This design comes from an exercise in tuning for small area and a short achievable clock period on the open sky130 flow, not from production work. The RTL was checked by simulation tests, not by an equivalence proof against the original design. No activity file was given, so power comes from the tool's default toggle rates.

==> design/flow/config.mk <==
export PLATFORM = sky130hd
export DESIGN_NAME = mem_responder
export DESIGN_NICKNAME = mem_responder
export VERILOG_FILES = /design/flow/design.v
export SDC_FILE = /design/flow/constraint.sdc
export NUM_CORES = 4
export LEC_CHECK = 0
export CAP_MARGIN = 20
export CORE_MARGIN = 2
export CORE_UTILIZATION = 58
export SETUP_SLACK_MARGIN = 2.2
export SLEW_MARGIN = 20
==> design/flow/constraint.sdc <==
create_clock -name core_clock -period 4.5 [get_ports {clk}]
set_input_delay 0.9000 -clock core_clock [delete_from_list [all_inputs] [get_ports {clk}]]
set_output_delay 0.9000 -clock core_clock [all_outputs]
set_load 0.01 [all_outputs]
==> design/flow/design.v <==
package mem_responder_pkg;
   localparam int N_RING   = 4;
   localparam int RING_LEN = 64;
   localparam int POS_W    = 6;
   localparam int WSTEP    = 5;
   localparam int RSTEP    = 3;
   localparam int INVERT   = 0;
   localparam logic [3:0] NOP = 4'd0;
   localparam logic [3:0] ADD = 4'd1;
   localparam logic [3:0] SUB = 4'd2;
   localparam logic [3:0] AND = 4'd3;
   localparam logic [3:0] NOT = 4'd4;
   localparam logic [3:0] RD  = 4'd5;
   localparam logic [3:0] WR  = 4'd6;
   localparam logic [3:0] BR  = 4'd7;
   localparam logic [3:0] BRZ = 4'd8;
   function automatic logic is_store(input logic [3:0] op);
      return (op == WR);
   endfunction
endpackage
module mem_array #(
   parameter int unsigned word_sz  = 16,
   parameter int unsigned n_ring   = 2,
   parameter int unsigned ring_len = 128,
   parameter int unsigned wstep    = 5,
   parameter int unsigned rstep    = 3,
   parameter int unsigned invert   = 0
) (
   input  logic                  i_clk,
   input  logic [n_ring-1:0]     i_wring,
   input  logic [7:0]            i_wlo,
   input  logic [ring_len/8-1:0] i_whi,
   input  logic [n_ring-1:0]     i_wring_n,
   input  logic [7:0]            i_wlo_n,
   input  logic [ring_len/8-1:0] i_whi_n,
   input  logic [word_sz-1:0]    i_wdata,
   input  logic [n_ring*ring_len-1:0] i_rsel,
   input  logic                  i_csel,
   input  logic                  i_xsel,
   input  logic [word_sz-1:0]    i_xdata,
   input  logic                  i_hold,
   input  logic [word_sz-1:0]    i_hdata,
   output logic [word_sz-1:0]    o_rdata
);
   localparam int unsigned N = n_ring * ring_len;
   logic [N-1:0][word_sz-1:0] r_cell;
   function automatic logic inv_at(input int unsigned p);
      inv_at = (invert != 0) && (((p / wstep) % 2) == 1);
   endfunction
   always_ff @(posedge i_clk) begin
      for (int r = 0; r < n_ring; r++) begin
         for (int p = 0; p < ring_len; p++) begin
            if (p % wstep == 0 && invert == 0) begin
               if (i_wring[r]
                   && i_wlo[((p + ring_len - 1) % ring_len) % 8]
                   && i_whi[((p + ring_len - 1) % ring_len) / 8])
                  r_cell[r * ring_len + p] <= i_wdata;
               else
                  r_cell[r * ring_len + p] <= r_cell[r * ring_len + (p + ring_len - 1) % ring_len];
            end else if (p % wstep == 0) begin
               r_cell[r * ring_len + p] <= ~(
                  ({word_sz{i_wring[r]
                            & i_wlo[((p + ring_len - 1) % ring_len) % 8]
                            & i_whi[((p + ring_len - 1) % ring_len) / 8]}}
                   & (inv_at(p) ? i_wdata : ~i_wdata))
                | ({word_sz{i_wring_n[r]
                            | i_wlo_n[((p + ring_len - 1) % ring_len) % 8]
                            | i_whi_n[((p + ring_len - 1) % ring_len) / 8]}}
                   & r_cell[r * ring_len + (p + ring_len - 1) % ring_len]));
            end else begin
               r_cell[r * ring_len + p] <= r_cell[r * ring_len + p - 1];
            end
         end
      end
   end
   logic [word_sz-1:0] w_true;      
   logic [word_sz-1:0] w_comp;      
   always_comb begin
      w_true     = ({word_sz{i_xsel}} & i_xdata) | ({word_sz{i_hold}} & i_hdata);
      w_comp     = '0;
      for (int r = 0; r < n_ring; r++)
         for (int p = 0; p < ring_len; p++)
            if (p % rstep == 0 || p == ring_len - 1) begin
               if (inv_at(p)) begin
                  w_comp = w_comp | ({word_sz{i_rsel[r * ring_len + p]}}
                                     & r_cell[r * ring_len + p]);
               end else begin
                  w_true = w_true | ({word_sz{i_rsel[r * ring_len + p]}}
                                     & r_cell[r * ring_len + p]);
               end
            end
   end
   assign o_rdata = w_true | ({word_sz{i_csel}} & ~w_comp);
endmodule
import mem_responder_pkg::*;
module mem_responder #(
   parameter int unsigned word_sz     = 16,
   parameter int unsigned mem_sz      = 256,
   parameter int unsigned wait_cycles = 2
) (
   input  logic               clk,
   input  logic               rst,
   input  logic               bus_req_valid,
   output logic               bus_req_ready,
   input  logic               bus_req_write,
   input  logic [word_sz-1:0] bus_req_addr,
   input  logic [word_sz-1:0] bus_req_wdata,
   output logic               bus_rsp_valid,
   input  logic               bus_rsp_ready,
   output logic [word_sz-1:0] bus_rsp_rdata,
   output logic               bus_rsp_err
);
   localparam int unsigned NR     = mem_responder_pkg::N_RING;
   localparam int unsigned RING_W = $clog2(NR);
   localparam int unsigned POS_W  = mem_responder_pkg::POS_W;
   localparam int unsigned LEN    = mem_responder_pkg::RING_LEN;
   localparam int unsigned NHI    = LEN / 8;
   logic               r_live;      
   logic               r_ready;     
   logic               r_s1;        
   logic               r_s2;        
   logic               r_s3;        
   logic               r_valid;     
   logic               r_err;       
   logic               r_wr;        
   logic [word_sz-1:0] r_wdata;
   logic [NR-1:0]      r_rring;     
   logic [NR-1:0]      r_wring;     
   logic [7:0]         r_lo;        
   logic [NHI-1:0]     r_hi;        
   logic [NR-1:0]      r_wring_n;   
   logic [7:0]         r_lo_n;
   logic [NHI-1:0]     r_hi_n;
   logic [word_sz-1:0] r_rsp_rdata;
   logic [LEN-1:0]     r_tap;       
   logic               r_csel;      
   logic               r_xsel;      
   logic [POS_W-1:0]   r_rot;       
   logic               w_accept;
   logic               w_in_range;
   logic [POS_W-1:0]   w_at;
   logic [NR-1:0]      w_ring;
   logic               w_whit;      
   logic [word_sz-1:0] w_arr_rdata;
   assign w_accept   = r_ready && bus_req_valid;
   assign w_in_range = (32'(bus_req_addr) < mem_sz);
   assign w_at       = bus_req_addr[POS_W-1:0] + r_rot;
   always_comb begin
      w_ring = '0;
      w_ring[bus_req_addr[POS_W +: RING_W]] = 1'b1;
   end
   logic [7:0]         w_lo_nx;
   logic [NHI-1:0]     w_hi_nx;
   logic [NR-1:0]      w_rring_nx;
   logic [LEN-1:0]     w_tap_nx;
   logic [NR*LEN-1:0]  w_rsel;
   logic               w_csel_nx;
   always_comb begin
      if (w_accept) begin
         w_lo_nx    = 8'b1 << w_at[2:0];
         w_hi_nx    = NHI'(1) << w_at[POS_W-1:3];
         w_rring_nx = (!bus_req_write && w_in_range) ? w_ring : '0;
      end else begin
         w_lo_nx    = {r_lo[6:0], r_lo[7]};
         w_hi_nx    = r_lo[7] ? {r_hi[NHI-2:0], r_hi[NHI-1]} : r_hi;
         w_rring_nx = r_s3 ? '0 : r_rring;
      end
      w_tap_nx  = '0;
      w_csel_nx = 1'b0;
      for (int p = 0; p < LEN; p++)
         if (p % mem_responder_pkg::RSTEP == 0 || p == LEN - 1) begin
            w_tap_nx[p] = w_lo_nx[p % 8] && w_hi_nx[p / 8];
            if (mem_responder_pkg::INVERT != 0 && ((p / mem_responder_pkg::WSTEP) % 2) == 1)
               w_csel_nx = w_csel_nx || (w_tap_nx[p] && (|w_rring_nx));
         end
   end
   always_comb begin
      for (int r = 0; r < NR; r++)
         for (int p = 0; p < LEN; p++)
            w_rsel[r * LEN + p] = r_rring[r] && r_tap[p];
   end
   always_ff @(posedge clk or negedge rst) begin
      if (!rst) begin
         r_live  <= 1'b0;
         r_ready <= 1'b0;
         r_s1    <= 1'b0;
         r_s2    <= 1'b0;
         r_s3    <= 1'b0;
         r_valid <= 1'b0;
         r_rring <= '0;
      end else begin
         r_live  <= 1'b1;
         r_ready <= !r_live || (r_ready && !bus_req_valid) || (r_valid && bus_rsp_ready);
         r_s1    <= w_accept;
         r_s2    <= r_s1;
         r_s3    <= r_s2;
         r_valid <= r_s3 || (r_valid && !bus_rsp_ready);
         r_rring <= w_rring_nx;
      end
   end
   always_ff @(posedge clk) begin
      r_rot  <= r_rot + 1'b1;
      r_lo   <= w_lo_nx;
      r_lo_n <= ~w_lo_nx;
      r_hi   <= w_hi_nx;
      r_hi_n <= ~w_hi_nx;
      r_tap  <= w_tap_nx;
      r_csel <= w_csel_nx;
      r_xsel <= w_accept && (bus_req_write || !w_in_range);
      if (w_accept) begin
         r_err   <= !w_in_range;
         r_wr    <= bus_req_write && w_in_range;
         r_wdata <= bus_req_wdata;
         r_wring   <= (bus_req_write && w_in_range) ? w_ring : '0;
         r_wring_n <= (bus_req_write && w_in_range) ? ~w_ring : '1;
      end else if (w_whit) begin
         r_wring   <= '0;
         r_wring_n <= '1;
      end
      r_rsp_rdata <= w_arr_rdata;
   end
   always_comb begin
      w_whit = 1'b0;
      for (int p = 0; p < LEN; p++)
         if (p % mem_responder_pkg::WSTEP == 0)
            w_whit = w_whit || (r_lo[((p + LEN - 1) % LEN) % 8] && r_hi[((p + LEN - 1) % LEN) / 8]);
   end
   mem_array #(
      .word_sz  (word_sz),
      .n_ring   (NR),
      .ring_len (LEN),
      .wstep    (mem_responder_pkg::WSTEP),
      .rstep    (mem_responder_pkg::RSTEP),
      .invert   (mem_responder_pkg::INVERT)
   ) u_mem_array (
      .i_clk     (clk),
      .i_wring   (r_wring),
      .i_wlo     (r_lo),
      .i_whi     (r_hi),
      .i_wring_n (r_wring_n),
      .i_wlo_n   (r_lo_n),
      .i_whi_n   (r_hi_n),
      .i_wdata   (r_wdata),
      .i_rsel    (w_rsel),
      .i_csel    (r_csel),
      .i_xsel    (r_xsel && r_wr),
      .i_xdata   (r_wdata),
      .i_hold    (!(((|r_rring) && (|r_tap)) || r_xsel)),
      .i_hdata   (r_rsp_rdata),
      .o_rdata   (w_arr_rdata)
   );
   assign bus_req_ready = r_ready;
   assign bus_rsp_valid = r_valid;
   assign bus_rsp_rdata = r_rsp_rdata;
   assign bus_rsp_err   = r_err;
endmodule
==> design/flow/flow/run.sh <==
#!/bin/bash
# Standard layout with a leaner clock tree: no dummy loads, larger sink clusters.
export CTS_ARGS="-sink_clustering_enable -repair_clock_nets -dont_use_dummy_load -buf_list {sky130_fd_sc_hd__clkbuf_8 sky130_fd_sc_hd__clkbuf_16} -sink_clustering_size 30 -sink_clustering_max_diameter 60"
bash standard.sh > standard.log 2>&1
==> design/flow/standard.sh <==
#!/bin/bash
# synth_recipe.tcl (not shown) runs the flow's synth.tcl, then flattens the netlist and writes it again
# the make line also repeats each setting of config.mk as NAME=value (left out here)
make -C /OpenROAD-flow-scripts/flow DESIGN_CONFIG=/design/flow/config.mk WORK_HOME=/design/flow/orfs CLKGATE_MAP_FILE= SYNTH_SCRIPT=/design/flow/synth_recipe.tcl "${@:-finish}"
==> flow_summary.json, run 1 <==
{
  "status": "complete, no violations",
  "root_buffer": "clkbuf_16",
  "fin_ws_ns": 2.06,
  "cts_buffer_depth": 3,
  "postRouteAntennaNets": 0,
  "synth_seq_area_share": 0.810,
  "vias_per_cell": 5.85,
  "ios": 56,
  "synth_cell_types": 58,
  "crit_path_start_kind": "flop",
  "dpl_worst_slack_ns": 1.23,
  "multi_input_comb_area_sq_mm": 0.0189,
  "crit_slowest_cell": "nand4_1",
  "drv_cap": 0,
  "max_slew_margin": 0.222,
  "power.leakage_uw": 0.0457,
  "drc": 0,
  "p_per_area_mw_per_mm2": 521,
  "yosysMostFrequentCell": "dfxtp_1",
  "slew_viol_final": 0,
  "max_freq_mhz": 410,
  "reg2reg_setup_slack_ns": 2.06,
  "grt_max_degree": 54,
  "clkTransAtPathRegs_ns": 0.11,
  "synth-edff-count": 22,
  "yosysWarnings": 2,
  "syn2layout_area_growth_pct": 10.4,
  "setup_tns_ns": 0,
  "period_share": 0.542,
  "endpoint_kind": "flop",
  "cp_top_family": "compound AO/OA/AOI/OAI gates",
  "required_ns": 5.25,
  "slowest_delay_ns": 0.59,
  "worst_pin_slew_ns": 1.17,
  "antenna_found_initial": 17,
  "final_hold_viol_count": 0,
  "cts_sinks": 4189,
  "grt_pass1_wl_mm": 419,
  "postSynthAreaPerCell_sq_um": 15.6,
  "core_sq_mm": 0.178,
  "synth_nets": 6690,
  "synth_area_sq_mm": 0.104,
  "port-buffer-count": 55,
  "hpwl_mm": 178,
  "cp.buffers_inverters": 1,
  "drtIter0Drc": 6173,
  "arrival_ns": 3.19,
  "cts_tree": "built",
  "synth-main-ff-cell": "dfxtp_1",
  "die_w_microns": 427,
  "period_needed_ns": 2.44,
  "place_congestion": 0.866,
  "wirelength_mm": 310,
  "path_cells": "buf_8 -> a22o_1 -> a221oi_2 -> nand4_1 -> a22oi_1 -> nand3_1 -> a211o_1",
  "synth_area_leaders": "dfxtp_1 (80%), mux2_2 (9.0%), a22oi_1 (2.3%), a22o_1 (1.4%), a221oi_1 (1.2%)",
  "yosysTopAreaCell": "dfxtp_1",
  "htree_num_levels": 4,
  "ys_ff_latch": 4189,
  "wl_per_cell_microns": 33.7,
  "synth_common_cells": "dfxtp_1 (4157), mux2_2 (832), a22oi_1 (314)",
  "synth_top_area_share": 0.801,
  "cts_buffers": 191,
  "grt.total_usage": 0.335,
  "start_util": 0.583,
  "die_y_microns": 427,
  "finalClockSkew_ns": 0.0670,
  "path_class": "reg -> reg",
  "hp-class": "reg -> reg",
  "fillers": 13000,
  "synth_cells": 6646,
  "rows": 155,
  "setup_viol_count_final": 0,
  "drive_gt1_frac": 0.217,
  "die_area_sq_mm": 0.183,
  "drtPass1Iterations": 6,
  "ir_drop_v": 0.000389,
  "rsz0062_at_grt": "true",
  "worst_skew_pair.late_latency_ns": 0.88,
  "ctsHoldBuffers": 0,
  "vias": 53700,
  "async_flop_share": 0.00239,
  "first_global_vias": 51600,
  "cp_max_fo": 7,
  "layout.area.seq_sq_mm": 0.0843,
  "gr-total-overflow": 0,
  "layout.nets": 6866
}
[state kept, by name (all words and copies together) (netlist names)]
name	count
u_mem_array.r_cell	4096
r_tap	22
r_rsp_rdata	16
r_wdata	16
r_hi	8
r_lo	8
r_rot	6
r_rring	4
r_wring	4
r_err	1
r_live	1
r_ready	1
r_s1	1
r_s2	1
r_s3	1
r_valid	1
r_wr	1
r_xsel	1
[layout by cell type, fill, tap and decap left out, types with 6 or more instances in the layout]
cell type / n
a21oi_1: 33
a221oi_1: 127
a221oi_2: 17
a222oi_1: 46
a22o_1: 170
a22oi_1: 303
a22oi_2: 11
a31oi_1: 26
a32o_1: 11
a32oi_1: 17
and2_1: 8
and3_1: 10
buf_12: 50
buf_4: 199
buf_6: 48
clkbuf_16: 192
clkdlybuf4s50_1: 35
dfrtp_1: 6
dfxtp_1: 4117
dfxtp_4: 38
edfxtp_1: 22
inv_1: 22
mux2_2: 832
mux2i_1: 7
nand2_1: 37
nand3_1: 118
nand3_2: 33
nand3_4: 10
nand4_1: 66
nor2_1: 28
nor3_1: 11
nor4_1: 16
o211ai_1: 8
o21ai_0: 17
o21ai_1: 6
o22ai_1: 13
[per-stage QoR]
step                      hold WS (ns)  instances  area [sq um]   util  total power, uW
after floorplan                  0.310       6646        104000      -            40800
after detailed placement         0.312       8856        108000  0.605            41900
final                            0.263       9179        115000  0.644            59700
after global placement           0.310       8856        108000  0.605            41900
after global routing             0.278       9176        115000  0.644            61400
after CTS                        0.267       9156        114000  0.641            59800
[where the power goes]
group          switching [uW]  internal (uW)  leakage [uW]  total [uW]
Combinational             865            679       0.00934        1540
Clock                   10800           7580       0.00235       18400
Sequential                929          38900        0.0340       39800
Total                   12600          47100        0.0457       59700
[worst paths after layout]
kind | startpoint | endpoint | cells after the start
worst min register to register | u_mem_array.r_cell[3443] | u_mem_array.r_cell[3459] | 0
max in group asynchronous | rst | r_rring[1] | 1
worst max-delay path | r_tap[12] | r_rsp_rdata[8] | 7
worst max register to register | r_tap[12] | r_rsp_rdata[8] | 7
worst min-delay path | u_mem_array.r_cell[3443] | u_mem_array.r_cell[3459] | 0
min in group asynchronous | rst | r_s1 | 1
[cells by family after synthesis]
group                      after synthesis  share of synthesized area
other                                    1                  0.0000361
and+or+nand+nor                        359                     0.0181
adders and majority gates                7                   0.000915
DFF                                   4189                      0.810
xor gates and xnor gates                11                   0.000927
buffers and inverters                  391                     0.0145
AOI/OAI and AO/OA                      849                     0.0652
muxes                                  839                     0.0908
[final cells by class]
type / count / area share
Antenna cell: 4 / 0.0000872
Inverter: 26 / 0.000938
Tap cell: 2355 / 0.0257
Timing Repair Buffer: 348 / 0.0322
Sequential cell: 4189 / 0.735
Clock buffer: 191 / 0.0417
Multi-Input combinational cell: 2066 / 0.165
[repair_timing]
item                       4_1_cts  5_1_grt
gates cloned                     3        1
pin swaps                       23       42
buffers inserted               106       18
gates resized for setup        183       66
setup endpoints to repair      159       80
[metal layers]
| layer | vias to the layer above | GRT usage | part of all wire |
|---|---|---|---|
| met5 | - | 0 | 0.00011 |
| met4 | 6 | 0.119 | 0.037 |
| met3 | 466 | 0.0612 | 0.082 |
| met2 | 2282 | 0.508 | 0.44 |
| met1 | 27600 | 0.483 | 0.44 |
| li1 | 23400 | - | - |
==> run 2: changes to the inputs <==
--- a/design/flow/config.mk
+++ b/design/flow/config.mk
@@ -8,5 +8,5 @@
 export CAP_MARGIN = 20
 export CORE_MARGIN = 2
-export CORE_UTILIZATION = 58
-export SETUP_SLACK_MARGIN = 2.2
+export CORE_UTILIZATION = 70
+export SETUP_SLACK_MARGIN = 2.1
 export SLEW_MARGIN = 20
==> run 2 against run 1 <==
Combinational power shrank 5%; utilization grew 12 points; first-iteration DRC count grew 8.7%; register-to-register slack lost 0.21 ns; still clean.
==> flow_summary.json, run 2 <==
{
  "synth_area_leaders": "dfxtp_1 (80%), mux2_2 (9.0%), a22oi_1 (2.3%), a22o_1 (1.4%), a221oi_1 (1.2%)",
  "cts_buffer_depth": 3,
  "drtIter0Drc": 6710,
  "grt_pass1_wl_mm": 394,
  "power.leakage_uw": 0.0449,
  "post-layout-total-power_uw": 58600,
  "drive_gt1_frac": 0.202,
  "synth_area_sq_mm": 0.104,
  "yosysTopAreaCell": "dfxtp_1",
  "first_global_vias": 51300,
  "netSwitchingPower_uw": 12200,
  "max_freq_mhz": 378,
  "timing.hold.ws_ns": 0.286,
  "rows": 141,
  "endpoint_kind": "flop",
  "cts_tree": "built",
  "async_flop_share": 0.00239,
  "synth_cells": 6646,
  "finalNonFillerCells": 8658,
  "swShare": 0.209,
  "cp_top_family": "flip-flops",
  "yosysWarnings": 2,
  "crit_start": "r_hi[4]",
  "wl_per_cell_microns": 33.8,
  "rsz0062_at_grt": "true",
  "syn2layout_area_growth_pct": 8.45,
  "slowest_delay_ns": 0.79,
  "final_common_cell": "dfxtp_1",
  "synth_seq_area_share": 0.810,
  "synth_nets": 6690,
  "grt.total_usage": 0.373,
  "finalClockSkew_ns": 0.0628,
  "synth-main-ff-cell": "dfxtp_1",
  "design_area_sq_mm": 0.113,
  "port-buffer-count": 55,
  "gr-total-overflow": 0,
  "cts_buffers": 173,
  "cp_max_fo": 11,
  "ctsHoldBuffers": 0,
  "hp-class": "reg -> reg",
  "die_area_sq_mm": 0.152,
  "drtPass1Iterations": 6,
  "vias_per_cell": 6.26,
  "wirelength_mm": 293,
  "required_ns": 5.17,
  "cp_num_cells": 3,
  "synth_common_cells": "dfxtp_1 (4157), mux2_2 (832), a22oi_1 (314)",
  "postSynthAreaPerCell_sq_um": 15.6,
  "cp.buffers_inverters": 1,
  "htree_num_levels": 4,
  "clkPwrFrac": 0.297,
  "dp_cells": 8397,
  "synth-edff-count": 22,
  "p_int_uw": 46400,
  "hpwl_mm": 163,
  "period_share": 0.588,
  "reg_top3": "u_mem_array.r_cell (4096), r_tap (22)",
  "ys_ff_latch": 4189,
  "final_cell_mix": "dfxtp_1 (4121), mux2_2 (832), a22oi_1 (313)",
  "crit_path_start_kind": "flop",
  "place_congestion": 0.846,
  "regMostFlops": "u_mem_array.r_cell",
  "die_w_microns": 389,
  "clkTransAtPathRegs_ns": 0.11,
  "p_per_area_mw_per_mm2": 520,
  "combPwrFrac": 0.025,
  "ios": 56,
  "setup_viol_count_final": 0,
  "setup_tns_ns": 0,
  "drc": 0,
  "core_sq_mm": 0.147,
  "final_hold_viol_count": 0,
  "synth_cell_types": 58,
  "yosysMostFrequentCell": "dfxtp_1",
  "worst_pin_slew_ns": 0.939,
  "antenna_found_initial": 9,
  "status": "complete, no violations",
  "grt_max_degree": 64,
  "arrival_ns": 3.32,
  "path_class": "reg -> reg",
  "layout.nets": 6770,
  "max_slew_margin": 0.374,
  "slew_viol_final": 0,
  "ir_drop_v": 0.000436,
  "critical_path.endpoint": "u_mem_array.r_cell[561]",
  "path_cells": "nand3_2 -> buf_4 -> mux2_2",
  "crit_slowest_cell": "dfxtp_1",
  "r2r_end": "u_mem_array.r_cell[561]",
  "postRouteAntennaNets": 0,
  "drv_cap": 0,
  "reg2reg_setup_slack_ns": 1.85,
  "worst_skew_pair.late_latency_ns": 0.84,
  "p_seq_frac": 0.679,
  "placed_area_sq_mm": 0.107,
  "cts_sinks": 4189,
  "root_buffer": "clkbuf_16",
  "period_needed_ns": 2.65,
  "largest_reg_flops": 4096,
  "vias": 54200,
  "rr_worst_depth": 3,
  "die_y_microns": 389,
  "start_util": 0.705,
  "reg2reg_from": "r_hi[4]",
  "synth_top_area_share": 0.801
}
-- run 2: how the worst min path moves through the flow --
stage | startpoint | to | depth (start not counted)
after floorplan | u_mem_array.r_cell[984] | u_mem_array.r_cell[1000] | 0
after global placement | u_mem_array.r_cell[1719] | u_mem_array.r_cell[1735] | 0
after global routing | u_mem_array.r_cell[510] | u_mem_array.r_cell[526] | 0
after detailed placement | u_mem_array.r_cell[2751] | u_mem_array.r_cell[2767] | 0
after CTS | u_mem_array.r_cell[863] | u_mem_array.r_cell[879] | 0
final | u_mem_array.r_cell[3833] | u_mem_array.r_cell[3849] | 0
-- run 2: per-layer routing --
metal  GRT usage  up-vias  part of all wire
li1            -    23200                 -
met1       0.527    27500              0.41
met2       0.571     2809              0.44
met3      0.0804      667             0.097
met4       0.138       10             0.046
met5           0        -           0.00068
-- run 2: layout make-up --
cell class | instances | area (sq um)
inverter | 26 | 115
timing repair buffer | 270 | 2790
multi-input combinational | 2066 | 18800
tap | 1930 | 2410
antenna | 4 | 10.0
fill | 8962 | 34800
sequential | 4189 | 84300
clock buffer | 173 | 4330
-- run 2: per-stage QoR --
step | worst slack (ns) | utilization
final | 1.85 | 0.764
after global routing | 1.96 | 0.764
after CTS | 1.91 | 0.758
after detailed placement | 1.29 | 0.726
after global placement | 1.33 | 0.726
after floorplan | 1.97 | -
-- run 2: logic make-up after synthesis --
kind of cell / share of synthesized area
compound gates: 0.0652
xor+xnor: 0.000927
fa+ha+maj: 0.000915
buf+inv: 0.0145
flops: 0.810
mux: 0.0908
other cells: 0.0000361
simple gates: 0.0181
-- run 2: repair_timing --
action / in CTS / in global routing
buffers inserted: 25 / 54
pin swaps: 6 / 7
setup endpoints to repair: 113 / 154
gates resized for setup: 120 / 41
cloned: 2 / 3
-- run 2: power groups by stage --
| stage | Combinational (uW) | Clock [uW] | Sequential [uW] |
|---|---|---|---|
| after global placement | 1250 | 0 | 40500 |
| after detailed placement | 1280 | 0 | 40600 |
| after floorplan | 745 | 0 | 40100 |
| after CTS | 1330 | 17400 | 39800 |
| final | 1460 | 17400 | 39800 |
| after global routing | 1510 | 18700 | 39900 |
==> run 3: changes to the inputs <==
--- a/design/flow/config.mk
+++ b/design/flow/config.mk
@@ -9,4 +9,4 @@
 export CORE_MARGIN = 2
 export CORE_UTILIZATION = 70
-export SETUP_SLACK_MARGIN = 2.1
+export SETUP_SLACK_MARGIN = 2.4
 export SLEW_MARGIN = 20
==> run 3 against run 2 <==
Clock-buffer cell count down 2; non-clock buffer count up 153; utilization up 1.8 points; highest routed layer unchanged; critical path type is now in -> reg; critical endpoint is now r_wring[0]; synthesized cell count unchanged; cell area up 2.3%; combinational power up 16%; clock skew down 0.0072 ns.
==> flow_summary.json, run 3 <==
{
  "setup_tns_ns": 0,
  "synth_common_cells": "dfxtp_1 (4157), mux2_2 (832), a22oi_1 (314)",
  "start_util": 0.705,
  "wirelength_mm": 303,
  "cp.buffers_inverters": 3,
  "drive_gt1_frac": 0.233,
  "drtPass1Iterations": 8,
  "wl_per_cell_microns": 34.4,
  "grt_pass1_wl_mm": 409,
  "syn2layout_area_growth_pct": 11.0,
  "synth_top_area_share": 0.801,
  "cts_sinks": 4189,
  "yosysTopAreaCell": "dfxtp_1",
  "period_share": 0.541,
  "postRouteAntennaNets": 0,
  "slowest_delay_ns": 0.46,
  "p_int_uw": 46500,
  "drv_cap": 0,
  "worst_pin_slew_ns": 1.12,
  "htree_num_levels": 4,
  "die_y_microns": 389,
  "drtIter0Drc": 6735,
  "synth_nets": 6690,
  "die_area_sq_mm": 0.152,
  "clkTransAtPathRegs_ns": 0.11,
  "crit_slowest_cell": "clkdlybuf4s50_1",
  "finalClockSkew_ns": 0.0556,
  "first_global_vias": 52500,
  "gr-total-overflow": 0,
  "rr_worst_depth": 6,
  "placed_area_sq_mm": 0.107,
  "reg_top3": "u_mem_array.r_cell (4096), r_tap (22)",
  "path_cells": "clkdlybuf4s50_1 -> nand2_1 -> inv_4 -> buf_6 -> nand2_1 -> nor3_1",
  "synth_area_leaders": "dfxtp_1 (80%), mux2_2 (9.0%), a22oi_1 (2.3%), a22o_1 (1.4%), a221oi_1 (1.2%)",
  "cts_tree": "built",
  "final_cell_mix": "dfxtp_1 (4108), mux2_2 (832), a22oi_1 (298)",
  "p_seq_frac": 0.676,
  "regMostFlops": "u_mem_array.r_cell",
  "final_common_cell": "dfxtp_1",
  "cp_max_fo": 19,
  "whs_path_depth": 0,
  "hp-class": "reg -> reg",
  "drc": 0,
  "ir_drop_v": 0.000475,
  "largest_reg_flops": 4096,
  "yosysMostFrequentCell": "dfxtp_1",
  "vias_per_cell": 6.31,
  "antenna_found_initial": 10,
  "status": "complete, no violations",
  "fin_ws_ns": 2.06,
  "design_area_sq_mm": 0.115,
  "crit_path_start_kind": "primary input",
  "hpwl_mm": 167,
  "final_hold_viol_count": 0,
  "synth_cells": 6646,
  "async_flop_share": 0.00239,
  "cp_num_cells": 6,
  "synth_seq_area_share": 0.810,
  "port-buffer-count": 55,
  "swShare": 0.211,
  "slew_viol_final": 0,
  "synth-edff-count": 22,
  "dp_cells": 8420,
  "cp_top_family": "buffers and inverters",
  "p_per_area_mw_per_mm2": 510,
  "place_congestion": 0.862,
  "period_needed_ns": 2.44,
  "power.leakage_uw": 0.0461,
  "final_core_util": 0.782,
  "synth_area_sq_mm": 0.104,
  "vias": 55500,
  "setup_viol_count_final": 0,
  "max_freq_mhz": 410,
  "dpl_worst_slack_ns": 1.31,
  "ios": 56,
  "netSwitchingPower_uw": 12400,
  "layout.nets": 6921,
  "cts_buffers": 171,
  "clkPwrFrac": 0.295,
  "worst_skew_pair.late_latency_ns": 0.84,
  "core_sq_mm": 0.147,
  "rsz0062_at_grt": "true",
  "required_ns": 5.10,
  "postSynthAreaPerCell_sq_um": 15.6,
  "cts_buffer_depth": 3,
  "ys_ff_latch": 4189,
  "root_buffer": "clkbuf_16",
  "grt.total_usage": 0.390,
  "synth-main-ff-cell": "dfxtp_1",
  "path_class": "in -> reg",
  "die_w_microns": 389,
  "endpoint_kind": "flop",
  "combPwrFrac": 0.029,
  "synth_cell_types": 58,
  "grt_max_degree": 54,
  "crit_top_cell": "nand2_1",
  "arrival_ns": 3.03,
  "rows": 141,
  "max_slew_margin": 0.253,
  "yosysWarnings": 2,
  "finalNonFillerCells": 8808
}
==> run 3: cell counts after synthesis <==
Identical to the previous run, type by type.
==> run 3: worst paths after layout <==
path | from | to | slack, ns
setup / recovery | bus_req_valid | r_wring[0] | 2.06
setup reg to reg | r_ready | r_tap[15] | 2.13
hold reg to reg | u_mem_array.r_cell[3344] | u_mem_array.r_cell[3360] | 0.28
max in group asynchronous | rst | r_rring[2] | 3.73
min in group asynchronous | rst | r_valid | 0.38
hold / removal | u_mem_array.r_cell[3344] | u_mem_array.r_cell[3360] | 0.28
==> run 3: kinds of logic after synthesis <==
logic type                 synth area share
buffers and inverters                0.0145
adders and majority gates          0.000915
DFF                                   0.810
xor gates and xnor gates           0.000927
and+or+nand+nor                      0.0181
muxes                                0.0908
AOI/OAI and AO/OA                    0.0652
other                             0.0000361
==> run 3: metal layers <==
metal / share of wire / wire length, microns / GRT usage
met2: 0.44 / 134000 / 0.592
met5: 0.000043 / 13 / 0
met3: 0.10 / 31300 / 0.0895
met4: 0.048 / 14500 / 0.163
met1: 0.41 / 123000 / 0.545
==> run 3: timing repair <==
action                                  4_1_cts  5_1_grt
buffers inserted                            160       46
endpoints found under the hold margin         0        0
pin swaps                                    48       73
endpoints found under the setup margin      376      148
gates resized for setup                     297      131
hold buffers                                  0        0
cloned                                        6        2
==> run 3: per-stage QoR <==
stage,power [uW],hold slack [ns]
6_report,58900,0.279
5_1_grt,60200,0.292
4_1_cts,58600,0.291
3_5_place_dp,41800,0.312
3_3_place_gp,41800,0.310
2_1_floorplan,40800,0.310
==> run 3: layout make-up <==
class | instances | area (sq um)
multi-input cells | 2066 | 19400
flip-flops and latches | 4189 | 84300
repair buffers | 423 | 4740
diodes | 3 | 7.51
fillers | 8523 | 32200
inverters | 26 | 145
clock buffers | 171 | 4280
well taps | 1930 | 2410
==> run 3: power groups by stage <==
stage	Combinational, uW	Clock [uW]	Sequential [uW]
2_1_floorplan	745	0	40100
3_3_place_gp	1240	0	40500
3_5_place_dp	1260	0	40600
4_1_cts	1560	17300	39700
5_1_grt	1730	18600	39900
6_report	1700	17400	39800
==> run 3: worst reg2reg max path, stage by stage, from the launching register on <==
cell	delay, ns
dfrtp_1	0.42
nand2_1	0.56
inv_4	0.22
and3_1	0.28
a22oi_1	0.39
inv_1	0.16
and2_1	0.20
==> run 4: changes to the inputs <==
--- a/design/flow/config.mk
+++ b/design/flow/config.mk
@@ -9,4 +9,4 @@
 export CORE_MARGIN = 2
 export CORE_UTILIZATION = 70
-export SETUP_SLACK_MARGIN = 2.4
+export SETUP_SLACK_MARGIN = 2.35
 export SLEW_MARGIN = 20
==> run 4 against run 3 <==
Die area is the same; clock skew shrank 0.0019 ns; first-iteration DRC count shrank 3.7%; synthesized cell count is the same; synthesized area is the same; maximum frequency grew 4.5%; combinational power shrank 5%; sequential power is essentially flat; final cell count shrank 0.48%; clock-buffer cell count is the same; critical endpoint is now r_rsp_rdata[2]; largest cell class unchanged; highest routed layer unchanged.
==> flow_summary.json, run 4 <==
{
  "htree_num_levels": 4,
  "port-buffer-count": 55,
  "synth_top_area_share": 0.801,
  "die_w_microns": 389,
  "p_int_uw": 46400,
  "start_util": 0.705,
  "rsz0062_at_grt": "true",
  "final_cell_mix": "dfxtp_1 (4110), mux2_2 (832), a22oi_1 (304)",
  "drv_cap": 0,
  "wirelength_mm": 298,
  "hpwl_mm": 167,
  "grt.total_usage": 0.385,
  "crit_slowest_cell": "dfrtp_4",
  "core_sq_mm": 0.147,
  "cts_sinks": 4189,
  "gr-total-overflow": 0,
  "slew_viol_final": 0,
  "vias_per_cell": 6.23,
  "period_needed_ns": 2.33,
  "layout.nets": 6878,
  "netSwitchingPower_uw": 12300,
  "synth_area_leaders": "dfxtp_1 (80%), mux2_2 (9.0%), a22oi_1 (2.3%), a22o_1 (1.4%), a221oi_1 (1.2%)",
  "yosysTopAreaCell": "dfxtp_1",
  "die_y_microns": 389,
  "yosysWarnings": 2,
  "cts_buffers": 171,
  "postRouteAntennaNets": 0,
  "hp-class": "reg -> reg",
  "clkPwrFrac": 0.296,
  "timing.hold.ws_ns": 0.279,
  "drtIter0Drc": 6487,
  "clkTransAtPathRegs_ns": 0.11,
  "min_from": "u_mem_array.r_cell[3344]",
  "syn2layout_area_growth_pct": 10.2,
  "synth-edff-count": 22,
  "min_delay_worst_endpoint": "u_mem_array.r_cell[3360]",
  "synth_seq_area_share": 0.810,
  "drtPass1Iterations": 9,
  "postSynthAreaPerCell_sq_um": 15.6,
  "reg2reg_setup_slack_ns": 2.17,
  "reg2reg_from": "r_rring[2]",
  "largest_reg_flops": 4096,
  "swShare": 0.210,
  "status": "complete, no violations",
  "async_flop_share": 0.00239,
  "synth_area_sq_mm": 0.104,
  "wl_per_cell_microns": 34.0,
  "path_class": "reg -> reg",
  "root_buffer": "clkbuf_16",
  "ctsHoldBuffers": 0,
  "place_congestion": 0.862,
  "slowest_delay_ns": 0.61,
  "rr_worst_depth": 6,
  "drive_gt1_frac": 0.226,
  "cp_max_fo": 29,
  "synth_cell_types": 58,
  "final_hold_viol_count": 0,
  "worst_pin_slew_ns": 1.09,
  "period_share": 0.518,
  "combPwrFrac": 0.027,
  "reg_top3": "u_mem_array.r_cell (4096), r_tap (22)",
  "finalClockSkew_ns": 0.0537,
  "power.leakage_uw": 0.0457,
  "arrival_ns": 3.04,
  "die_area_sq_mm": 0.152,
  "required_ns": 5.20,
  "drc": 0,
  "yosysMostFrequentCell": "dfxtp_1",
  "vias": 54600,
  "endpoint_kind": "flop",
  "synth_nets": 6690,
  "fillers": 8638,
  "setup_viol_count_final": 0,
  "first_global_vias": 52000,
  "synth_cells": 6646,
  "max_slew_margin": 0.277,
  "ios": 56,
  "cts_tree": "built",
  "ir_drop_v": 0.000472,
  "grt_max_degree": 54,
  "max_freq_mhz": 429,
  "setup_tns_ns": 0,
  "grt_pass1_wl_mm": 404,
  "crit_start": "r_rring[2]",
  "crit_path_start_kind": "flop",
  "regMostFlops": "u_mem_array.r_cell",
  "ys_ff_latch": 4189,
  "cts_buffer_depth": 3,
  "rows": 141,
  "r2r_end": "r_rsp_rdata[2]",
  "p_seq_frac": 0.677,
  "path_cells": "buf_12 -> a32oi_1 -> nand3_1 -> nor4_2 -> nand4_1 -> or3_1",
  "whs_path_depth": 0,
  "antenna_found_initial": 13,
  "synth-main-ff-cell": "dfxtp_1",
  "worst_skew_pair.late_latency_ns": 0.84,
  "synth_common_cells": "dfxtp_1 (4157), mux2_2 (832), a22oi_1 (314)",
  "final_common_cell": "dfxtp_1",
  "p_per_area_mw_per_mm2": 513
}
run 4: cell count changes in the layout (fill, tap and decap cells not counted), sizes merged:
cell and delta:
clkbuf +1, inv -1, buf -41, clkinv +1, bufbuf -3, diode +1
run 4: how the worst max path moves through the flow:
stage	endpoint	cells after the start
floorplan	r_tap[39]	8
global placement	r_hi[0]	8
detailed placement	r_hi[0]	8
CTS	bus_rsp_rdata[15]	1
global route	r_tap[15]	7
finish	r_rsp_rdata[2]	6
run 4: cell type report:
type / instances / area, sq um / area share
antenna: 4 / 10.0 / 0.0000874
clock buffer: 171 / 4280 / 0.0374
inverter: 26 / 141 / 0.00123
multi-input combinational: 2066 / 19300 / 0.168
sequential: 4189 / 84300 / 0.736
tap: 1930 / 2410 / 0.0211
timing repair buffer: 380 / 4090 / 0.0357
run 4: repair_timing:
action                                  in CTS  in global routing
pin swaps                                   27                 72
gates resized for setup                    251                116
buffers inserted                           137                 28
cloned                                       3                  3
endpoints found under the setup margin     359                121
run 4: kinds of logic (layout without fill, tap and decap cells):
family                   Yosys count  after routing  share of synthesized area
other                              1              5                  0.0000361
AO/OA/AOI/OAI                    849            849                     0.0652
XOR/XNOR                          11             11                   0.000927
AND/OR/NAND/NOR                  359            359                     0.0181
adder cells (fa/ha/maj)            7              7                   0.000915
flip-flops                      4189           4189                      0.810
buffers and inverters            391            577                     0.0145
multiplexers                     839            839                     0.0908
run 4: power by group through the flow:
stage | registers (uW) | logic [uW] | clock network, uW
finish | 39800 | 1620 | 17400
CTS | 39700 | 1530 | 17300
global placement | 40500 | 1240 | 0
floorplan | 40100 | 745 | 0
detailed placement | 40600 | 1260 | 0
global route | 39900 | 1660 | 18600
run 4: metal layers:
metal  track usage  part of all wire  vias up
li1              -                 -    23400
met1         0.538              0.41    27600
met2         0.583              0.44     2971
met3        0.0883              0.10      700
met4         0.163             0.049        2
met5             0          0.000047        -
run 4: critical path, delay by kind of cell, from the launching register on:
kind	cells	cell delay [ns]
simple gates	4	1.11
flops	1	0.61
compound gates	1	0.27
buf+inv	1	0.25
run 4: per-stage QoR:
stage                     total power, uW   util  instances  worst slack (ns)  cell area [sq um]
after detailed placement            41800  0.727       8420              1.31             107000
final                               58800  0.777       8766              2.17             115000
after global placement              41800  0.727       8420              1.27             107000
after CTS                           58600  0.771       8731              1.99             114000
after global routing                60100  0.776       8762              2.15             115000
after floorplan                     40800      -       6646              1.97             104000
==> run 5: changes to the inputs <==
--- a/design/flow/config.mk
+++ b/design/flow/config.mk
@@ -9,4 +9,4 @@
 export CORE_MARGIN = 2
 export CORE_UTILIZATION = 70
-export SETUP_SLACK_MARGIN = 2.35
+export SETUP_SLACK_MARGIN = 2.2
 export SLEW_MARGIN = 20
==> run 5 against run 4 <==
Largest power group unchanged; clock power hardly changed; still clean; sequential cell count stayed put; combinational power is 7% lower; global-route usage is 0.55 points lower; critical path type unchanged; critical path depth is 1 lower; clock-buffer cell count stayed put; synthesized area stayed put; sequential power hardly changed; cell area is 1.1% lower; setup slack worse by 0.087 ns.
==> flow_summary.json, run 5 <==
{
  "status": "complete, no violations",
  "async_flop_share": 0.00239,
  "max_freq_mhz": 413,
  "place_congestion": 0.862,
  "die_y_microns": 389,
  "wl_per_cell_microns": 33.8,
  "antenna_found_initial": 11,
  "die_area_sq_mm": 0.152,
  "synth_common_cells": "dfxtp_1 (4157), mux2_2 (832), a22oi_1 (314)",
  "crit_path_start_kind": "flop",
  "cts_sinks": 4189,
  "grt.total_usage": 0.380,
  "port-buffer-count": 55,
  "postRouteAntennaNets": 0,
  "synth_cells": 6646,
  "ys_ff_latch": 4189,
  "ir_drop_v": 0.000472,
  "placed_area_sq_mm": 0.107,
  "fillers": 8837,
  "synth_area_sq_mm": 0.104,
  "drv_cap": 0,
  "drc": 0,
  "start_util": 0.705,
  "vias": 54400,
  "cts_tree": "built",
  "wirelength_mm": 294,
  "synth-main-ff-cell": "dfxtp_1",
  "required_ns": 5.26,
  "synth_area_leaders": "dfxtp_1 (80%), mux2_2 (9.0%), a22oi_1 (2.3%), a22o_1 (1.4%), a221oi_1 (1.2%)",
  "slew_viol_final": 0,
  "rsz0062_at_grt": "true",
  "cts_buffers": 171,
  "cp_max_fo": 9,
  "gr-total-overflow": 0,
  "largest_reg_flops": 4096,
  "die_w_microns": 389,
  "yosysWarnings": 2,
  "hpwl_mm": 167,
  "hp-class": "reg -> reg",
  "period_share": 0.537,
  "endpoint_kind": "flop",
  "ios": 56,
  "drtPass1Iterations": 8,
  "drive_gt1_frac": 0.211,
  "grt_pass1_wl_mm": 399,
  "final_core_util": 0.768,
  "synth-edff-count": 22,
  "synth_cell_types": 58,
  "clkTransAtPathRegs_ns": 0.11,
  "reg_top3": "u_mem_array.r_cell (4096), r_tap (22)",
  "drtIter0Drc": 6328,
  "rows": 141,
  "grt_max_degree": 54,
  "htree_num_levels": 4,
  "synth_nets": 6690,
  "regMostFlops": "u_mem_array.r_cell",
  "layout.nets": 6826,
  "final_cell_mix": "dfxtp_1 (4117), mux2_2 (832), a22oi_1 (310)",
  "first_global_vias": 51400,
  "core_sq_mm": 0.147,
  "power.leakage_uw": 0.0452,
  "syn2layout_area_growth_pct": 9.00,
  "postSynthAreaPerCell_sq_um": 15.6,
  "design_area_sq_mm": 0.113,
  "finalClockSkew_ns": 0.0575,
  "max_slew_margin": 0.241,
  "synth_top_area_share": 0.801,
  "yosysMostFrequentCell": "dfxtp_1",
  "vias_per_cell": 6.24,
  "yosysTopAreaCell": "dfxtp_1",
  "worst_pin_slew_ns": 1.14,
  "worst_skew_pair.late_latency_ns": 0.84,
  "arrival_ns": 3.18,
  "synth_seq_area_share": 0.810,
  "setup_viol_count_final": 0,
  "final_common_cell": "dfxtp_1",
  "p_per_area_mw_per_mm2": 518,
  "root_buffer": "clkbuf_16",
  "setup_tns_ns": 0,
  "final_hold_viol_count": 0,
  "cts_buffer_depth": 3,
  "period_needed_ns": 2.42,
  "path_class": "reg -> reg"
}
[run 5: cell counts after synthesis]
Identical to the previous run, type by type.
[run 5: cell type report]
cell class | count | area (sq um) | area share
clock buffer | 171 | 4280 | 0.0378
antenna | 3 | 7.51 | 0.0000663
tap | 1930 | 2410 | 0.0213
sequential | 4189 | 84300 | 0.744
timing repair buffer | 328 | 3270 | 0.0289
inverter | 26 | 121 | 0.00107
multi-input combinational | 2066 | 18900 | 0.167
[run 5: worst max-delay path, cell delays in order, from the launching register on]
cell	delay, ns
dfrtp_4	0.55
clkinvlp_4	0.56
buf_4	0.46
a31oi_1	0.59
nor4_1	0.11
nand4_1	0.11
[run 5: per-layer routing]
metal	GRT usage	routed length (microns)
met4	0.151	13700
met5	0	0
met1	0.539	123000
met2	0.577	130000
met3	0.0772	28000
[run 5: worst paths after layout]
check | start | endpoint | slack [ns] | depth (start not counted)
min in group asynchronous | rst | r_valid | 0.39 | 1
hold reg to reg | u_mem_array.r_cell[3344] | u_mem_array.r_cell[3360] | 0.28 | 0
setup / recovery | r_rring[3] | r_rsp_rdata[7] | 2.08 | 5
max in group asynchronous | rst | r_rring[2] | 3.70 | 1
setup reg to reg | r_rring[3] | r_rsp_rdata[7] | 2.08 | 5
hold / removal | u_mem_array.r_cell[3344] | u_mem_array.r_cell[3360] | 0.28 | 0
[run 5: timing repair]
action,4_1_cts,5_1_grt
hold buffers,0,0
endpoints found under the setup margin,222,186
buffers inserted,85,33
cloned,0,1
pin swaps,10,24
gates resized for setup,157,58
[run 5: where the power goes]
part           internal (uW)  total, uW  switching [uW]  leakage (uW)
clock                   6840      17300           10500       0.00211
sequential             38900      39800             891        0.0340
combinational            631       1510             877       0.00909
total                  46300      58600           12300        0.0452
[run 5: cells by family after synthesis]
family | synth area share
other cells | 0.0000361
simple gates | 0.0181
mux | 0.0908
compound gates | 0.0652
xor+xnor | 0.000927
fa+ha+maj | 0.000915
buf+inv | 0.0145
flops | 0.810
[run 5: through the flow]
step / std cells / hold WS [ns] / setup slack (ns) / power, uW
final: 8713 / 0.280 / 2.08 / 58600
after global routing: 8711 / 0.292 / 2.12 / 60000
after CTS: 8676 / 0.291 / 1.97 / 58500
after detailed placement: 8420 / 0.312 / 1.31 / 41800
after global placement: 8420 / 0.310 / 1.27 / 41800
after floorplan: 6646 / 0.310 / 1.97 / 40800
==> run 6: changes to the inputs <==
--- a/design/flow/config.mk
+++ b/design/flow/config.mk
@@ -8,5 +8,5 @@
 export CAP_MARGIN = 20
 export CORE_MARGIN = 2
-export CORE_UTILIZATION = 70
-export SETUP_SLACK_MARGIN = 2.2
+export CORE_UTILIZATION = 65
+export SETUP_SLACK_MARGIN = 2.3
 export SLEW_MARGIN = 20
==> run 6 against run 5 <==
Clock power grew 2%; non-clock buffer count grew 84; maximum frequency shrank 0.83%.
==> flow_summary.json, run 6 <==
{
  "status": "complete, no violations",
  "post-layout-total-power_uw": 59200,
  "gr-total-overflow": 0,
  "postRouteAntennaNets": 0,
  "start_util": 0.655,
  "die_w_microns": 404,
  "period_share": 0.542,
  "max_slew_margin": 0.329,
  "grt_pass1_wl_mm": 418,
  "drtPass1Iterations": 6,
  "endpoint_kind": "flop",
  "drive_gt1_frac": 0.230,
  "regMostFlops": "u_mem_array.r_cell",
  "multi_input_comb_area_sq_mm": 0.0193,
  "synth_area_leaders": "dfxtp_1 (80%), mux2_2 (9.0%), a22oi_1 (2.3%), a22o_1 (1.4%), a221oi_1 (1.2%)",
  "rsz0062_at_grt": "true",
  "synth-main-ff-cell": "dfxtp_1",
  "final_cell_mix": "dfxtp_1 (4113), mux2_2 (832), a22oi_1 (300)",
  "yosysMostFrequentCell": "dfxtp_1",
  "cts_buffers": 178,
  "wirelength_mm": 311,
  "die_y_microns": 404,
  "crit_path_start_kind": "flop",
  "synth_cell_types": 58,
  "slew_viol_final": 0,
  "drv_cap": 0,
  "cp_top_family": "simple AND/OR/NAND/NOR gates",
  "cp_max_fo": 5,
  "cts_tree": "built",
  "syn2layout_area_growth_pct": 11.1,
  "worst_pin_slew_ns": 1.01,
  "crit_slowest_cell": "dfrtp_4",
  "cts_sinks": 4189,
  "setup_tns_ns": 0,
  "clkPwrFrac": 0.299,
  "largest_reg_flops": 4096,
  "hp-class": "reg -> reg",
  "yosysTopAreaCell": "dfxtp_1",
  "setup_viol_count_final": 0,
  "root_buffer": "clkbuf_16",
  "dpl_worst_slack_ns": 1.28,
  "arrival_ns": 3.17,
  "worst_skew_pair.late_latency_ns": 0.86,
  "ios": 56,
  "first_global_vias": 52000,
  "vias": 55000,
  "max_freq_mhz": 410,
  "wl_per_cell_microns": 34.8,
  "die_area_sq_mm": 0.163,
  "reg2reg_setup_slack_ns": 2.06,
  "grt.total_usage": 0.373,
  "layout.area.seq_sq_mm": 0.0843,
  "required_ns": 5.23,
  "synth_area_sq_mm": 0.104,
  "finalClockSkew_ns": 0.0853,
  "netSwitchingPower_uw": 12500,
  "crit_top_cell": "buf_12",
  "hpwl_mm": 171,
  "async_flop_share": 0.00239,
  "grt_max_degree": 54,
  "p_int_uw": 46700,
  "final_hold_viol_count": 0,
  "vias_per_cell": 6.14,
  "core_sq_mm": 0.159,
  "cts_buffer_depth": 3,
  "ys_ff_latch": 4189,
  "synth_top_area_share": 0.801,
  "drc": 0,
  "path_cells": "buf_12 -> buf_12 -> buf_12 -> a22o_1 -> nand2_1 -> o21ai_0 -> nor4_2 -> nand4_1 -> a211o_1",
  "htree_num_levels": 4,
  "timing.hold.ws_ns": 0.283,
  "drtIter0Drc": 7135,
  "place_congestion": 0.856,
  "synth_cells": 6646,
  "yosysWarnings": 2,
  "synth_nets": 6690,
  "final_common_cell": "dfxtp_1",
  "reg_top3": "u_mem_array.r_cell (4096), r_tap (22)",
  "swShare": 0.211,
  "fin_ws_ns": 2.06,
  "power.leakage_uw": 0.0461,
  "synth_seq_area_share": 0.810,
  "port-buffer-count": 55,
  "combPwrFrac": 0.028,
  "synth_common_cells": "dfxtp_1 (4157), mux2_2 (832), a22oi_1 (314)",
  "cp.buffers_inverters": 3,
  "postSynthAreaPerCell_sq_um": 15.6,
  "clkTransAtPathRegs_ns": 0.10,
  "p_per_area_mw_per_mm2": 513,
  "rows": 146,
  "path_class": "reg -> reg",
  "antenna_found_initial": 21,
  "slowest_delay_ns": 0.57,
  "period_needed_ns": 2.44,
  "fillers": 10300,
  "p_seq_frac": 0.673,
  "synth-edff-count": 22,
  "layout.nets": 6917,
  "ir_drop_v": 0.000424
}
## run 6: cell types whose count changed in the layout (fill, tap and decap cells not counted), sizes merged, moves of 5 or more
cell    delta
bufbuf     +5
buf       +76
clkbuf    +10
diode      +6
## run 6: path summary, 6_finish.rpt
path / to / depth (start not counted) / from
min in group asynchronous: r_rring[0] / 1 / rst
max in group asynchronous: r_rring[1] / 1 / rst
max: r_rsp_rdata[10] / 9 / r_rring[0]
max reg2reg: r_rsp_rdata[10] / 9 / r_rring[0]
min reg2reg: u_mem_array.r_cell[3200] / 0 / u_mem_array.r_cell[3184]
min: u_mem_array.r_cell[3200] / 0 / u_mem_array.r_cell[3184]
## run 6: kinds of logic (layout without fill, tap and decap cells)
family | count (synthesis) | count (layout) | synth area share
adders and majority gates | 7 | 7 | 0.000915
other | 1 | 10 | 0.0000361
AOI/OAI and AO/OA | 849 | 849 | 0.0652
buffers and inverters | 391 | 616 | 0.0145
and+or+nand+nor | 359 | 359 | 0.0181
xor gates and xnor gates | 11 | 11 | 0.000927
muxes | 839 | 839 | 0.0908
DFF | 4189 | 4189 | 0.810
## run 6: layout make-up
cell class                      instances  share of cell area
Inverter                               26             0.00116
Timing Repair Buffer                  412              0.0406
Sequential cell                      4189               0.730
Tap cell                             2072              0.0225
Antenna cell                            9            0.000195
Multi-Input combinational cell       2066               0.167
Clock buffer                          178              0.0386
## run 6: routing by layer
| metal | global-route usage | vias up | routed length [microns] |
|---|---|---|---|
| met5 | 0 | - | 36 |
| met4 | 0.147 | 4 | 14700 |
| met3 | 0.0598 | 614 | 26300 |
| met2 | 0.572 | 2748 | 138000 |
| met1 | 0.533 | 28200 | 132000 |
| li1 | - | 23500 | - |
## run 6: repair_timing
action,in CTS,in global routing
setup buffers,145,44
pin swaps,36,64
gates cloned,6,3
gates resized for setup,258,114
hold buffers,0,0
setup endpoints to repair,297,94
## run 6: metrics by stage
step,utilization,instances,instance area (sq um)
after CTS,0.721,8896,114000
after detailed placement,0.677,8567,107000
after global placement,0.677,8566,107000
final,0.728,8952,115000
after floorplan,-,6646,104000
after global routing,0.728,8944,115000
## run 6: power by group through the flow
stage               clock (uW)  sequential, uW  combinational [uW]
global placement             0           40600                1230
CTS                      17700           39800                1540
floorplan                    0           40100                 745
detailed placement           0           40600                1250
global route             19100           39900                1710
finish                   17700           39800                1680
==> run 7: changes to the inputs <==
--- a/design/flow/config.mk
+++ b/design/flow/config.mk
@@ -8,5 +8,5 @@
 export CAP_MARGIN = 20
 export CORE_MARGIN = 2
-export CORE_UTILIZATION = 65
+export CORE_UTILIZATION = 67
 export SETUP_SLACK_MARGIN = 2.3
 export SLEW_MARGIN = 20
==> run 7 against run 6 <==
Critical endpoint is now r_rsp_rdata[2]; clock-buffer cell count down 2; utilization up 1.9 points; register-to-register slack better by 0.12 ns; largest cell class unchanged; critical path type unchanged; clock power about the same; die area down 3.0%; sequential share of layout area up 0.21 points; routed wire length up 0.24%; non-clock buffer count down 36; critical path depth down 2.
==> flow_summary.json, run 7 <==
{
  "design_area_sq_mm": 0.115,
  "power.leakage_uw": 0.0458,
  "worst_pin_slew_ns": 0.979,
  "setup_tns_ns": 0,
  "drc": 0,
  "max_freq_mhz": 431,
  "finalClockSkew_ns": 0.0650,
  "die_y_microns": 398,
  "ys_ff_latch": 4189,
  "synth_nets": 6690,
  "slowest_delay_ns": 0.52,
  "synth-edff-count": 22,
  "start_util": 0.675,
  "max_slew_margin": 0.347,
  "clkTransAtPathRegs_ns": 0.11,
  "cts_sinks": 4189,
  "final_cell_mix": "dfxtp_1 (4108), mux2_2 (832), a22oi_1 (302)",
  "cp.buffers_inverters": 2,
  "async_flop_share": 0.00239,
  "place_congestion": 0.858,
  "antenna_found_initial": 21,
  "cts_buffer_depth": 3,
  "yosysMostFrequentCell": "dfxtp_1",
  "port-buffer-count": 55,
  "vias_per_cell": 6.21,
  "path_cells": "buf_12 -> buf_4 -> a222oi_1 -> nor2_1 -> nor4_2 -> nand4_1 -> or3_1",
  "vias": 55200,
  "slew_viol_final": 0,
  "synth_top_area_share": 0.801,
  "regMostFlops": "u_mem_array.r_cell",
  "first_global_vias": 52600,
  "synth_cell_types": 58,
  "status": "complete, no violations",
  "worst_skew_pair.late_latency_ns": 0.83,
  "wirelength_mm": 312,
  "arrival_ns": 3.00,
  "htree_num_levels": 4,
  "postRouteAntennaNets": 0,
  "hpwl_mm": 171,
  "cp_top_family": "simple AND/OR/NAND/NOR gates",
  "ir_drop_v": 0.000398,
  "reg_top3": "u_mem_array.r_cell (4096), r_tap (22)",
  "layout.nets": 6879,
  "p_per_area_mw_per_mm2": 513,
  "period_needed_ns": 2.32,
  "synth_area_sq_mm": 0.104,
  "synth_common_cells": "dfxtp_1 (4157), mux2_2 (832), a22oi_1 (314)",
  "drv_cap": 0,
  "wl_per_cell_microns": 35.1,
  "cts_buffers": 176,
  "hp-class": "reg -> reg",
  "ios": 56,
  "placed_area_sq_mm": 0.107,
  "final_hold_viol_count": 0,
  "synth_cells": 6646,
  "root_buffer": "clkbuf_16",
  "period_share": 0.515,
  "path_class": "reg -> reg",
  "grt_pass1_wl_mm": 419,
  "synth-main-ff-cell": "dfxtp_1",
  "postSynthAreaPerCell_sq_um": 15.6,
  "die_area_sq_mm": 0.158,
  "cts_tree": "built",
  "crit_slowest_cell": "a222oi_1",
  "rows": 144,
  "rsz0062_at_grt": "true",
  "grt_max_degree": 54,
  "cp_max_fo": 6,
  "core_sq_mm": 0.154,
  "largest_reg_flops": 4096,
  "syn2layout_area_growth_pct": 10.8,
  "yosysWarnings": 2,
  "final_common_cell": "dfxtp_1",
  "synth_seq_area_share": 0.810,
  "setup_viol_count_final": 0,
  "endpoint_kind": "flop",
  "grt.total_usage": 0.386,
  "crit_path_start_kind": "flop",
  "required_ns": 5.18,
  "synth_area_leaders": "dfxtp_1 (80%), mux2_2 (9.0%), a22oi_1 (2.3%), a22o_1 (1.4%), a221oi_1 (1.2%)",
  "drtPass1Iterations": 6,
  "drtIter0Drc": 7073,
  "yosysTopAreaCell": "dfxtp_1",
  "die_w_microns": 398,
  "gr-total-overflow": 0,
  "drive_gt1_frac": 0.225
}
run 7: path summary, 6_finish.rpt:
check                                    startpoint                       end  slack [ns]  cells after the start
min in group asynchronous                       rst                r_rring[1]        0.44                      1
setup / recovery                          r_tap[15]            r_rsp_rdata[2]        2.18                      7
hold / removal             u_mem_array.r_cell[3808]  u_mem_array.r_cell[3824]        0.29                      0
setup reg to reg                          r_tap[15]            r_rsp_rdata[2]        2.18                      7
max in group asynchronous                       rst                r_rring[0]        3.67                      1
hold reg to reg            u_mem_array.r_cell[3808]  u_mem_array.r_cell[3824]        0.29                      0
run 7: worst reg2reg max path, stage by stage, from the launching register on:
cell and delay [ns]:
dfxtp_4 0.38, buf_12 0.15, buf_4 0.21, a222oi_1 0.53, nor2_1 0.17, nor4_2 0.30
nand4_1 0.12, or3_1 0.33
run 7: stage by stage:
stage               hold slack, ns  utilization  setup slack, ns  std cells  total power, uW
floorplan                    0.310            -             1.97       6646            40800
global placement             0.310        0.696             1.27       8522            41800
detailed placement           0.312        0.696             1.25       8523            41900
CTS                          0.294        0.740             1.99       8820            58900
global route                 0.297        0.747             2.11       8880            60500
finish                       0.293        0.747             2.18       8888            59100
run 7: routing by layer:
layer,part of all wire,global-route usage,vias to the layer above
li1,-,-,23400
met1,0.42,0.545,28200
met2,0.44,0.582,2916
met3,0.096,0.0776,703
met4,0.050,0.165,6
met5,0.00013,0,-
run 7: cells by family after synthesis:
kind of cell / count (synthesis) / share of synthesized area
flip-flops: 4189 / 0.810
AND/OR/NAND/NOR: 359 / 0.0181
buffers and inverters: 391 / 0.0145
adder cells (fa/ha/maj): 7 / 0.000915
multiplexers: 839 / 0.0908
AO/OA/AOI/OAI: 849 / 0.0652
other: 1 / 0.0000361
XOR/XNOR: 11 / 0.000927
run 7: layout make-up:
class | instances | area (sq um)
clock buffer | 176 | 4400
tap | 2044 | 2560
antenna | 11 | 27.5
inverter | 26 | 115
sequential | 4189 | 84300
multi-input combinational | 2066 | 19400
fill | 9644 | 38900
timing repair buffer | 376 | 4370
run 7: power by group:
part	switching, uW	total, uW	leakage, uW	internal, uW
logic	928	1660	0.00970	736
registers	920	39800	0.0340	38900
clock network	10600	17600	0.00217	7020
run 7: repair_timing:
| action | CTS | global route |
|---|---|---|
| endpoints found under the hold margin | 0 | 0 |
| endpoints found under the setup margin | 439 | 184 |
| pin swaps | 24 | 55 |
| hold buffers | 0 | 0 |
| resized for setup | 258 | 119 |
| gates cloned | 13 | 5 |
| buffers inserted | 108 | 52 |
==> run 8: changes to the inputs <==
--- a/design/flow/config.mk
+++ b/design/flow/config.mk
@@ -8,5 +8,5 @@
 export CAP_MARGIN = 20
 export CORE_MARGIN = 2
-export CORE_UTILIZATION = 67
+export CORE_UTILIZATION = 70
 export SETUP_SLACK_MARGIN = 2.3
 export SLEW_MARGIN = 20
==> run 8 against run 7 <==
Sequential share of layout area up 0.69 points; routed wire length down 4.9%; combinational power down 4%; largest power group unchanged; non-clock buffer count down 12; critical path type is now reg -> out; utilization up 2.6 points; global-route usage down 0.25 points; clock skew down 0.013 ns; die area down 4.2%; total power down 0.63%; hold slack worse by 0.0099 ns; clock power about the same; critical path depth down 6.
==> flow_summary.json, run 8 <==
{
  "core_sq_mm": 0.147,
  "arrival_ns": 1.42,
  "reg_top3": "u_mem_array.r_cell (4096), r_tap (22)",
  "cts_buffers": 171,
  "synth_seq_area_share": 0.810,
  "synth_common_cells": "dfxtp_1 (4157), mux2_2 (832), a22oi_1 (314)",
  "grt_pass1_wl_mm": 403,
  "drc": 0,
  "gr-total-overflow": 0,
  "drv_cap": 0,
  "clkTransAtPathRegs_ns": 0.11,
  "synth-main-ff-cell": "dfxtp_1",
  "cts_buffer_depth": 3,
  "setup_viol_count_final": 0,
  "cts_tree": "built",
  "cp_top_family": "flip-flops",
  "drtIter0Drc": 6720,
  "rsz0062_at_grt": "true",
  "place_congestion": 0.862,
  "clkPwrFrac": 0.295,
  "p_per_area_mw_per_mm2": 515,
  "layout.nets": 6862,
  "path_cells": "clkbuf_2",
  "async_flop_share": 0.00239,
  "final_hold_viol_count": 0,
  "slew_viol_final": 0,
  "required_ns": 3.60,
  "ir_drop_v": 0.000473,
  "combPwrFrac": 0.027,
  "synth_nets": 6690,
  "postSynthAreaPerCell_sq_um": 15.6,
  "crit_path_start_kind": "flop",
  "die_w_microns": 389,
  "swShare": 0.210,
  "cp.buffers_inverters": 1,
  "htree_num_levels": 4,
  "vias": 54800,
  "largest_reg_flops": 4096,
  "p_int_uw": 46400,
  "grt_max_degree": 54,
  "reg2reg_setup_slack_ns": 2.19,
  "synth_cell_types": 58,
  "hpwl_mm": 167,
  "final_cell_mix": "dfxtp_1 (4110), mux2_2 (832), a22oi_1 (301)",
  "yosysTopAreaCell": "dfxtp_1",
  "design_area_sq_mm": 0.114,
  "rows": 141,
  "path_class": "reg -> out",
  "syn2layout_area_growth_pct": 9.75,
  "final_common_cell": "dfxtp_1",
  "status": "complete, no violations",
  "synth_area_sq_mm": 0.104,
  "drtPass1Iterations": 6,
  "synth-edff-count": 22,
  "synth_area_leaders": "dfxtp_1 (80%), mux2_2 (9.0%), a22oi_1 (2.3%), a22o_1 (1.4%), a221oi_1 (1.2%)",
  "worst_skew_pair.late_latency_ns": 0.82,
  "yosysWarnings": 2,
  "wl_per_cell_microns": 33.9,
  "max_slew_margin": 0.244,
  "netSwitchingPower_uw": 12300,
  "setup_tns_ns": 0,
  "ios": 56,
  "yosysMostFrequentCell": "dfxtp_1",
  "postRouteAntennaNets": 0,
  "max_freq_mhz": 430,
  "power.leakage_uw": 0.0455,
  "drive_gt1_frac": 0.222,
  "placed_area_sq_mm": 0.107,
  "wirelength_mm": 297,
  "slowest_delay_ns": 0.44,
  "first_global_vias": 51900,
  "period_needed_ns": 2.32,
  "ctsHoldBuffers": 0,
  "ys_ff_latch": 4189,
  "port-buffer-count": 55,
  "cp_max_fo": 3,
  "endpoint_kind": "output port",
  "regMostFlops": "u_mem_array.r_cell",
  "hp-class": "reg -> reg",
  "grt.total_usage": 0.383,
  "finalClockSkew_ns": 0.0522,
  "worst_pin_slew_ns": 1.13,
  "vias_per_cell": 6.27,
  "cts_sinks": 4189,
  "root_buffer": "clkbuf_16",
  "crit_slowest_cell": "dfxtp_2",
  "die_area_sq_mm": 0.152,
  "period_share": 0.516,
  "die_y_microns": 389,
  "start_util": 0.705,
  "synth_top_area_share": 0.801,
  "p_seq_frac": 0.677,
  "antenna_found_initial": 9,
  "synth_cells": 6646
}
-- run 8: cell counts after synthesis --
No cell type changed its count.
-- run 8: kinds of logic (layout without fill, tap and decap cells) --
family,Yosys count,in the layout,share of synthesized area
fa+ha+maj,7,7,0.000915
mux,839,839,0.0908
buf+inv,391,561,0.0145
flops,4189,4189,0.810
compound gates,849,849,0.0652
xor+xnor,11,11,0.000927
simple gates,359,359,0.0181
other cells,1,5,0.0000361
-- run 8: path summary, 6_finish.rpt --
check | startpoint | end | cells past startpoint
max | r_rsp_rdata[15] | bus_rsp_rdata[15] | 1
min | u_mem_array.r_cell[3344] | u_mem_array.r_cell[3360] | 0
max reg2reg | r_tap[9] | r_rsp_rdata[7] | 6
min reg2reg | u_mem_array.r_cell[3344] | u_mem_array.r_cell[3360] | 0
max in group asynchronous | rst | r_rring[2] | 1
min in group asynchronous | rst | r_ready | 1
-- run 8: cell type report --
class / count / area, sq um
Timing Repair Buffer: 364 / 3760
Clock buffer: 171 / 4280
Fill cell: 8728 / 33400
Inverter: 26 / 131
Antenna cell: 4 / 10.0
Tap cell: 1930 / 2410
Sequential cell: 4189 / 84300
Multi-Input combinational cell: 2066 / 19200
-- run 8: metrics by stage --
stage,std cells,total power [uW],hold slack [ns],utilization,setup WS [ns]
6_report,8750,58700,0.283,0.773,2.18
5_1_grt,8747,60100,0.292,0.773,2.13
2_1_floorplan,6646,40800,0.310,-,1.97
3_5_place_dp,8420,41800,0.312,0.727,1.31
4_1_cts,8725,58600,0.291,0.769,1.99
3_3_place_gp,8420,41800,0.310,0.727,1.27
-- run 8: routing by layer --
layer | global-route usage | share of wire | vias to the layer above
li1 | - | - | 23400
met1 | 0.538 | 0.41 | 28000
met2 | 0.583 | 0.44 | 2854
met3 | 0.0837 | 0.097 | 649
met4 | 0.153 | 0.046 | 2
met5 | 0 | 0.000037 | -
-- run 8: power by group through the flow --
stage                     clock network [uW]  logic (uW)  registers, uW
after floorplan                            0         745          40100
after global placement                     0        1240          40500
after detailed placement                   0        1260          40600
after CTS                              17300        1510          39700
after global routing                   18600        1640          39900
final                                  17300        1600          39800
-- run 8: repair_timing --
item,CTS,global route
endpoints found under the setup margin,331,104
cloned,1,2
buffers inserted,133,19
pin swaps,18,51
resized for setup,220,93

-- port drivers added, routing unchanged --
The flow's constraints put no driver on any port. The routed layouts listed below were extracted and timed again, unchanged, in two steps. Step 1, drivers: a clkbuf_16 drives clk and a buf_2 each remaining input, both assumed. Step 2, shift: input delay + t, output delay - t, t = (earliest + latest rising clock arrival at the registers) / 2. This alone moves slack from input paths to output paths. a / b / c = ideal ports / drivers / drivers and shift; a / b = the first two.
| run | t, ns | setup WS [ns] | clock arrival spread, ns |
|---|---|---|---|
| run 1 | 0.939 | 2.061 / 2.061 / 1.449 | 0.074 / 0.075 |
| run 2 | 0.887 | 1.852 / 1.852 / 1.323 | 0.073 / 0.073 |
| run 3 | 0.891 | 2.063 / 2.117 / 1.226 | 0.070 / 0.070 |
| run 4 | 0.887 | 2.169 / 2.120 / 1.361 | 0.067 / 0.066 |
| run 5 | 0.885 | 2.081 / 2.081 / 1.378 | 0.065 / 0.065 |
| run 6 | 0.902 | 2.061 / 2.061 / 1.457 | 0.086 / 0.087 |
| run 7 | 0.879 | 2.182 / 2.159 / 1.525 | 0.066 / 0.065 |
| run 8 | 0.881 | 2.177 / 2.096 / 1.366 | 0.070 / 0.070 |
After both steps setup and hold are still met in every run listed. The setup slack of run 3, which loses most, moves by +0.054 ns with the drivers and by -0.837 ns with both steps.
